What follows belongs to an exercise in optimizing a design on an open flow for small area, a short achievable clock period and few clock cycles per item; a production flow would make more cautious choices.

== before ==
==> flow/design.v <==
package led_pkg;
    localparam int FRAME_WORDS = 32;
    localparam int ROWS        = 8;
    localparam int DEVICES     = 4;
    localparam int COL_W       = 8;
    typedef enum logic [2:0] {
        S_IDLE,
        S_LOAD,
        S_RENDER,
        S_FIN,
        S_START,
        S_WAIT_ACK,
        S_WAIT_DONE,
        S_HOLD
    } state_t;
endpackage
module led_col_ram (
    input  logic        clk_i,
    input  logic        we_i,
    input  logic [7:0]  waddr_i,
    input  logic [7:0]  wdata_i,
    input  logic [15:0] sel_lo_i,
    input  logic [15:0] sel_hi_i,
    output logic [7:0]  rdata_o,
    output logic        wpend_o,
    output logic [7:0]  wpaddr_o
);
    logic [7:0] mem_q [256];
    logic       we_q;
    logic [7:0] waddr_q;
    logic [7:0] wdata_q;
    logic [7:0] grp [16];
    always_ff @(posedge clk_i) begin
        we_q    <= we_i;
        waddr_q <= waddr_i;
        wdata_q <= wdata_i;
        if (we_q) begin
            mem_q[waddr_q] <= wdata_q;
        end
    end
    assign wpend_o  = we_q;
    assign wpaddr_o = waddr_q;
    always_comb begin
        rdata_o = '0;
        for (int h = 0; h < 16; h++) begin
            grp[h] = '0;
            for (int l = 0; l < 16; l++) begin
                grp[h] = grp[h] | (mem_q[16*h+l] & {8{sel_lo_i[l]}});
            end
            rdata_o = rdata_o | (grp[h] & {8{sel_hi_i[h]}});
        end
    end
endmodule
module led_scroll_engine #(
    parameter int ADDR_W = 8
) (
    input  logic              in_clk,
    input  logic              in_rst,
    input  logic [7:0]        in_col_data,
    input  logic [ADDR_W-1:0] in_col_addr,
    input  logic              in_col_we,
    input  logic [ADDR_W:0]   in_msg_len,
    input  logic              in_enable,
    input  logic [15:0]       in_hold,
    input  logic              in_drv_ready,
    output logic [15:0]       out_drv_data,
    output logic [4:0]        out_drv_addr,
    output logic              out_drv_we,
    output logic              out_drv_start,
    output logic [ADDR_W-1:0] out_offset,
    output logic              out_busy,
    output logic              out_frame_done
);
    localparam logic [ADDR_W:0] DEPTH_L = {1'b1, {ADDR_W{1'b0}}};
    function automatic logic [ADDR_W:0] clamp_len(input logic [ADDR_W:0] len);
        clamp_len = (len > DEPTH_L) ? DEPTH_L : len;
    endfunction
    function automatic logic [ADDR_W-1:0] step_mod(input logic [ADDR_W-1:0] a,
                                                   input logic [ADDR_W:0]   lenm1);
        step_mod = (lenm1[ADDR_W] || a == lenm1[ADDR_W-1:0]) ? '0 : a + 1'b1;
    endfunction
    function automatic logic [15:0] dec16(input logic [3:0] a);
        dec16 = 16'd1 << a;
    endfunction
    led_pkg::state_t   state_q;
    logic              busy_q;
    logic [4:0]        cnt_q;
    logic [3:0]        pl_q;
    logic              ori_q;
    logic [ADDR_W-1:0] offset_q;
    logic [ADDR_W-1:0] offset_adv_q;
    logic [ADDR_W:0]   off10_q;
    logic [ADDR_W:0]   lraw_q;
    logic [ADDR_W:0]   lenm1_q;
    logic [15:0]       hold_q;
    logic              hz_q;
    logic [ADDR_W-1:0] ptr_q;
    logic [15:0]       sel_lo_q;
    logic [15:0]       sel_hi_q;
    logic [7:0]        rd_q;
    logic [7:0]        buf_q [8];
    logic [7:0]        drv_data_q;
    logic [3:0]        drv_row_q;
    logic [4:0]        drv_addr_q;
    logic              drv_we_q;
    logic              drv_start_q;
    logic              frame_done_q;
    logic [7:0]        col_rd_data;
    logic              wpend;
    logic [7:0]        wpaddr;
    logic [7:0]        wdist;
    logic              idle;
    logic              in_hold_st;
    logic              hold_end;
    logic              go_idle;
    logic              go_pre;
    logic              go_fast;
    logic              go_load;
    logic [ADDR_W-1:0] base;
    logic              beg_zero;
    logic [ADDR_W-1:0] begin_off;
    logic              pl_hit;
    logic              pl_restart;
    logic              pl_read;
    logic              step;
    logic              shift;
    logic              rd_en;
    logic              jump;
    logic              wrap;
    logic [4:0]        s_idx;
    logic [7:0]        head;
    led_col_ram u_col_ram (
        .clk_i    (in_clk),
        .we_i     (in_col_we),
        .waddr_i  (in_col_addr),
        .wdata_i  (in_col_data),
        .sel_lo_i (sel_lo_q),
        .sel_hi_i (sel_hi_q),
        .rdata_o  (col_rd_data),
        .wpend_o  (wpend),
        .wpaddr_o (wpaddr)
    );
    always_ff @(posedge in_clk) begin
        offset_adv_q <= step_mod(offset_q, lenm1_q);
        off10_q      <= {1'b0, offset_q} + 9'd10;
    end
    assign idle       = !busy_q;
    assign in_hold_st = (state_q == led_pkg::S_HOLD);
    assign hold_end   = in_hold_st && hz_q;
    assign go_idle = idle && in_enable && in_drv_ready;
    assign go_pre  = go_idle && (pl_q == 4'd10) && !pl_hit &&
                     !off10_q[ADDR_W] && (off10_q < in_msg_len);
    assign go_fast = hold_end && in_enable && (in_msg_len == lraw_q);
    assign go_load = (go_idle && !go_pre) ||
                     (hold_end && in_enable && (in_msg_len != lraw_q));
    assign base      = idle ? offset_q : offset_adv_q;
    assign beg_zero  = ({1'b0, base} >= in_msg_len);
    assign begin_off = beg_zero ? '0 : base;
    assign wdist      = wpaddr - offset_q;
    assign pl_hit     = wpend && (wdist <= 8'd9);
    assign pl_restart = idle && (pl_hit || pl_q == 4'd0);
    assign pl_read    = idle && !pl_restart && (pl_q != 4'd10);
    assign step  = go_fast || go_pre || (state_q == led_pkg::S_RENDER);
    assign s_idx = (state_q == led_pkg::S_RENDER) ? cnt_q : 5'd0;
    assign shift = step ||
                   ((state_q == led_pkg::S_LOAD) && (cnt_q != 5'd0)) ||
                   (pl_read && !go_idle && (pl_q != 4'd1));
    assign rd_en = step || (state_q == led_pkg::S_LOAD) || (pl_read && !go_idle);
    assign jump = step && (s_idx == 5'd22);
    assign wrap = !idle && (lenm1_q[ADDR_W] || ptr_q == lenm1_q[ADDR_W-1:0]);
    always_ff @(posedge in_clk) begin
        if (go_load) begin
            ptr_q    <= begin_off;
            sel_lo_q <= beg_zero ? 16'd1 : dec16(base[3:0]);
            sel_hi_q <= beg_zero ? 16'd1 : dec16(base[7:4]);
        end else if (pl_restart) begin
            ptr_q    <= offset_q;
            sel_lo_q <= dec16(offset_q[3:0]);
            sel_hi_q <= dec16(offset_q[7:4]);
        end else if (jump) begin
            ptr_q    <= offset_adv_q;
            sel_lo_q <= dec16(offset_adv_q[3:0]);
            sel_hi_q <= dec16(offset_adv_q[7:4]);
        end else if (rd_en) begin
            if (wrap) begin
                ptr_q    <= '0;
                sel_lo_q <= 16'd1;
                sel_hi_q <= 16'd1;
            end else begin
                ptr_q    <= ptr_q + 1'b1;
                sel_lo_q <= {sel_lo_q[14:0], sel_lo_q[15]};
                if (sel_lo_q[15]) begin
                    sel_hi_q <= {sel_hi_q[14:0], sel_hi_q[15]};
                end
            end
        end
    end
    always_ff @(posedge in_clk) begin
        if (rd_en) begin
            rd_q <= col_rd_data;
        end
    end
    always_comb begin
        for (int j = 0; j < 8; j++) begin
            head[7-j] = ori_q ? buf_q[j][0] : buf_q[0][j];
        end
    end
    always_ff @(posedge in_clk) begin
        if (shift) begin
            for (int i = 0; i < 8; i++) begin
                for (int j = 0; j < 8; j++) begin
                    if (!ori_q) begin
                        buf_q[i][j] <= (i == 7) ? rd_q[j] : buf_q[(i+1)%8][j];
                    end else begin
                        buf_q[i][j] <= (j == 7) ? rd_q[i] : buf_q[i][(j+1)%8];
                    end
                end
            end
        end
    end
    always_ff @(posedge in_clk) begin
        drv_data_q <= head & {8{!lenm1_q[ADDR_W] || idle}};
        drv_row_q  <= {1'b0, s_idx[2:0]} + 4'd1;
        drv_addr_q <= {s_idx[2:0], s_idx[4:3]};
    end
    always_ff @(posedge in_clk) begin
        if (in_rst) begin
            state_q      <= led_pkg::S_IDLE;
            busy_q       <= 1'b0;
            cnt_q        <= '0;
            pl_q         <= '0;
            ori_q        <= 1'b0;
            offset_q     <= '0;
            lraw_q       <= '0;
            lenm1_q      <= '1;
            hold_q       <= '0;
            hz_q         <= 1'b0;
            drv_we_q     <= 1'b0;
            drv_start_q  <= 1'b0;
            frame_done_q <= 1'b0;
        end else begin
            drv_we_q     <= step;
            drv_start_q  <= 1'b0;
            frame_done_q <= 1'b0;
            if (shift && ((state_q == led_pkg::S_LOAD) ? (cnt_q[3:0] == 4'd8) :
                          idle ? (pl_q == 4'd9) : (s_idx[2:0] == 3'd7))) begin
                ori_q <= ~ori_q;
            end
            if (go_load || go_pre || go_fast) begin
                lraw_q  <= in_msg_len;
                lenm1_q <= clamp_len(in_msg_len) - 1'b1;
            end
            if (!idle || go_idle) begin
                pl_q <= '0;
            end else if (pl_restart) begin
                pl_q <= 4'd1;
            end else if (pl_q != 4'd10) begin
                pl_q <= pl_q + 4'd1;
            end
            case (state_q)
                led_pkg::S_IDLE: begin
                    if (go_load) begin
                        state_q  <= led_pkg::S_LOAD;
                        busy_q   <= 1'b1;
                        cnt_q    <= '0;
                        offset_q <= begin_off;
                    end else if (go_pre) begin
                        state_q  <= led_pkg::S_RENDER;
                        busy_q   <= 1'b1;
                        cnt_q    <= 5'd1;
                    end
                end
                led_pkg::S_LOAD: begin
                    if (cnt_q[3:0] == 4'd8) begin
                        state_q <= led_pkg::S_RENDER;
                        cnt_q   <= '0;
                    end else begin
                        cnt_q <= cnt_q + 5'd1;
                    end
                end
                led_pkg::S_RENDER: begin
                    cnt_q <= cnt_q + 5'd1;
                    if (cnt_q == 5'd31) begin
                        state_q <= led_pkg::S_FIN;
                    end
                end
                led_pkg::S_FIN: begin
                    state_q     <= led_pkg::S_START;
                    drv_start_q <= 1'b1;
                end
                led_pkg::S_START: begin
                    state_q <= led_pkg::S_WAIT_ACK;
                end
                led_pkg::S_WAIT_ACK: begin
                    if (!in_drv_ready) begin
                        state_q <= led_pkg::S_WAIT_DONE;
                    end
                end
                led_pkg::S_WAIT_DONE: begin
                    if (in_drv_ready) begin
                        state_q      <= led_pkg::S_HOLD;
                        frame_done_q <= 1'b1;
                        hold_q       <= in_hold;
                        hz_q         <= (in_hold == 16'd0);
                    end
                end
                led_pkg::S_HOLD: begin
                    if (hz_q) begin
                        if (go_fast) begin
                            state_q  <= led_pkg::S_RENDER;
                            cnt_q    <= 5'd1;
                            offset_q <= offset_adv_q;
                        end else if (go_load) begin
                            state_q  <= led_pkg::S_LOAD;
                            cnt_q    <= '0;
                            offset_q <= begin_off;
                        end else begin
                            state_q  <= led_pkg::S_IDLE;
                            busy_q   <= 1'b0;
                            offset_q <= offset_adv_q;
                        end
                    end else begin
                        hold_q <= hold_q - 16'd1;
                        hz_q   <= (hold_q == 16'd1);
                    end
                end
                default: begin
                    state_q <= led_pkg::S_IDLE;
                    busy_q  <= 1'b0;
                end
            endcase
        end
    end
    assign out_drv_data   = {4'h0, drv_row_q, drv_data_q};
    assign out_drv_addr   = drv_addr_q;
    assign out_drv_we     = drv_we_q;
    assign out_drv_start  = drv_start_q;
    assign out_offset     = offset_q;
    assign out_busy       = busy_q;
    assign out_frame_done = frame_done_q;
endmodule
make LEC_CHECK=0 ABC_CLOCK_PERIOD_IN_PS=3000 CAP_MARGIN=20 CORE_MARGIN=2 CORE_UTILIZATION=45 PLACE_DENSITY=0.6 SETUP_SLACK_MARGIN=5 SLEW_MARGIN=20 finish   # period 8.0 ns
run.sh (not shown) runs the stock make flow with config.mk's settings and CLKGATE_MAP_FILE= SYNTH_SCRIPT=/design/flow/synth_recipe.tcl, a recipe that flattens the netlist after the stock synthesis.
### before -> after
-- flow/design.v --
<<< before, line 22
    input  logic [15:0] sel_lo_i,
    input  logic [15:0] sel_hi_i,
    output logic [7:0]  rdata_o,
    output logic        wpend_o,
    output logic [7:0]  wpaddr_o
);
    logic [7:0] mem_q [256];
    logic       we_q;
    logic [7:0] waddr_q;
    logic [7:0] wdata_q;
    logic [7:0] grp [16];
    always_ff @(posedge clk_i) begin
        we_q    <= we_i;
        waddr_q <= waddr_i;
        wdata_q <= wdata_i;
        if (we_q) begin
            mem_q[waddr_q] <= wdata_q;
        end
    end
    assign wpend_o  = we_q;
    assign wpaddr_o = waddr_q;
    always_comb begin
        rdata_o = '0;
>>> after, line 22
    input  logic [15:0] sel_lo_i,
    input  logic [15:0] sel_hi_i,
    output logic [7:0]  rdata_o
);
    logic [7:0] mem_q [256];
    logic [7:0] grp [16];
    always_ff @(posedge clk_i) begin
        if (we_i) begin
            mem_q[waddr_i] <= wdata_i;
        end
    end
    always_comb begin
        rdata_o = '0;
<<< before, line 107
    logic              frame_done_q;
    logic [7:0]        col_rd_data;
    logic              wpend;
    logic [7:0]        wpaddr;
    logic [7:0]        wdist;
    logic              idle;
>>> after, line 97
    logic              frame_done_q;
    logic [7:0]        col_rd_data;
    logic [7:0]        wdist;
    logic              idle;
<<< before, line 137
        .sel_lo_i (sel_lo_q),
        .sel_hi_i (sel_hi_q),
        .rdata_o  (col_rd_data),
        .wpend_o  (wpend),
        .wpaddr_o (wpaddr)
    );
    always_ff @(posedge in_clk) begin
>>> after, line 125
        .sel_lo_i (sel_lo_q),
        .sel_hi_i (sel_hi_q),
        .rdata_o  (col_rd_data)
    );
    always_ff @(posedge in_clk) begin
<<< before, line 149
    assign hold_end   = in_hold_st && hz_q;
    assign go_idle = idle && in_enable && in_drv_ready;
    assign go_pre  = go_idle && (pl_q == 4'd10) && !pl_hit &&
                     !off10_q[ADDR_W] && (off10_q < in_msg_len);
    assign go_fast = hold_end && in_enable && (in_msg_len == lraw_q);
>>> after, line 135
    assign hold_end   = in_hold_st && hz_q;
    assign go_idle = idle && in_enable && in_drv_ready;
    assign go_pre  = go_idle && (pl_q == 4'd10) && !pl_hit && !in_col_we &&
                     !off10_q[ADDR_W] && (off10_q < in_msg_len);
    assign go_fast = hold_end && in_enable && (in_msg_len == lraw_q);
<<< before, line 157
    assign beg_zero  = ({1'b0, base} >= in_msg_len);
    assign begin_off = beg_zero ? '0 : base;
    assign wdist      = wpaddr - offset_q;
    assign pl_hit     = wpend && (wdist <= 8'd9);
    assign pl_restart = idle && (pl_hit || pl_q == 4'd0);
    assign pl_read    = idle && !pl_restart && (pl_q != 4'd10);
>>> after, line 143
    assign beg_zero  = ({1'b0, base} >= in_msg_len);
    assign begin_off = beg_zero ? '0 : base;
    assign wdist = in_col_addr - offset_q;
    always_ff @(posedge in_clk) begin
        pl_hit <= in_col_we && (wdist <= 8'd9);
    end
    assign pl_restart = idle && (pl_hit || pl_q == 4'd0);
    assign pl_read    = idle && !pl_restart && (pl_q != 4'd10);
Results
before reports its cell type of the slowest stage on the worst timing path as sky130_fd_sc_hd__nand2_1 while after reports sky130_fd_sc_hd__or4_4.
Instance area after placement in after is 1100 sq um above before.
The capturing element of the worst setup path comes out u_col_ram.mem_q[91][5] in one run and rd_q[1] in the other, namely in before and after respectively.
Via count of the first global-routing pass on after is up relative to before.
Going from before to after, worst-case setup margin in the final layout grows by 0.026 ns.
Measured against each other, before and after differ in cell count, the lower figure coming from before.
Going from before to after, the simple-gate area share of the yosys netlist was found to have gone up by 0.23 points.
Function was not checked in any run of this note: the RTL went through the layout flow alone.

==> re-timing with driven ports <==
Ports are ideal in the flow. The routed layouts listed here were re-timed in OpenROAD.
Step 1: set_driving_cell puts a clkbuf_16 on in_clk and a buf_2 on each other input, an assumption about the parent block.
Step 2 times the ports against the registers' clock, not the clock port: input delays grow and output delays shrink by t, the midpoint of the rising clock arrivals with the driver on.
a / b / c = ideal / step 1 / step 2; a / b = the first two.
| run | t, ns | setup slack, ns | latest minus earliest clock arrival (ns) | worst register clock-pin slew, ns | worst data-port slew with drivers (ns) |
|---|---|---|---|---|---|
| before | 0.949 | 4.593 / 4.593 / 3.809 | 0.058 / 0.058 | 0.07 / 0.07 | 0.10 |
| after | 0.926 | 4.619 / 4.619 / 4.089 | 0.064 / 0.064 | 0.07 / 0.07 | 0.14 |
After both steps setup and hold are still met in every run listed. For before, which loses most, drivers alone change the setup slack by 0.000 ns; drivers and shift together by -0.784 ns.
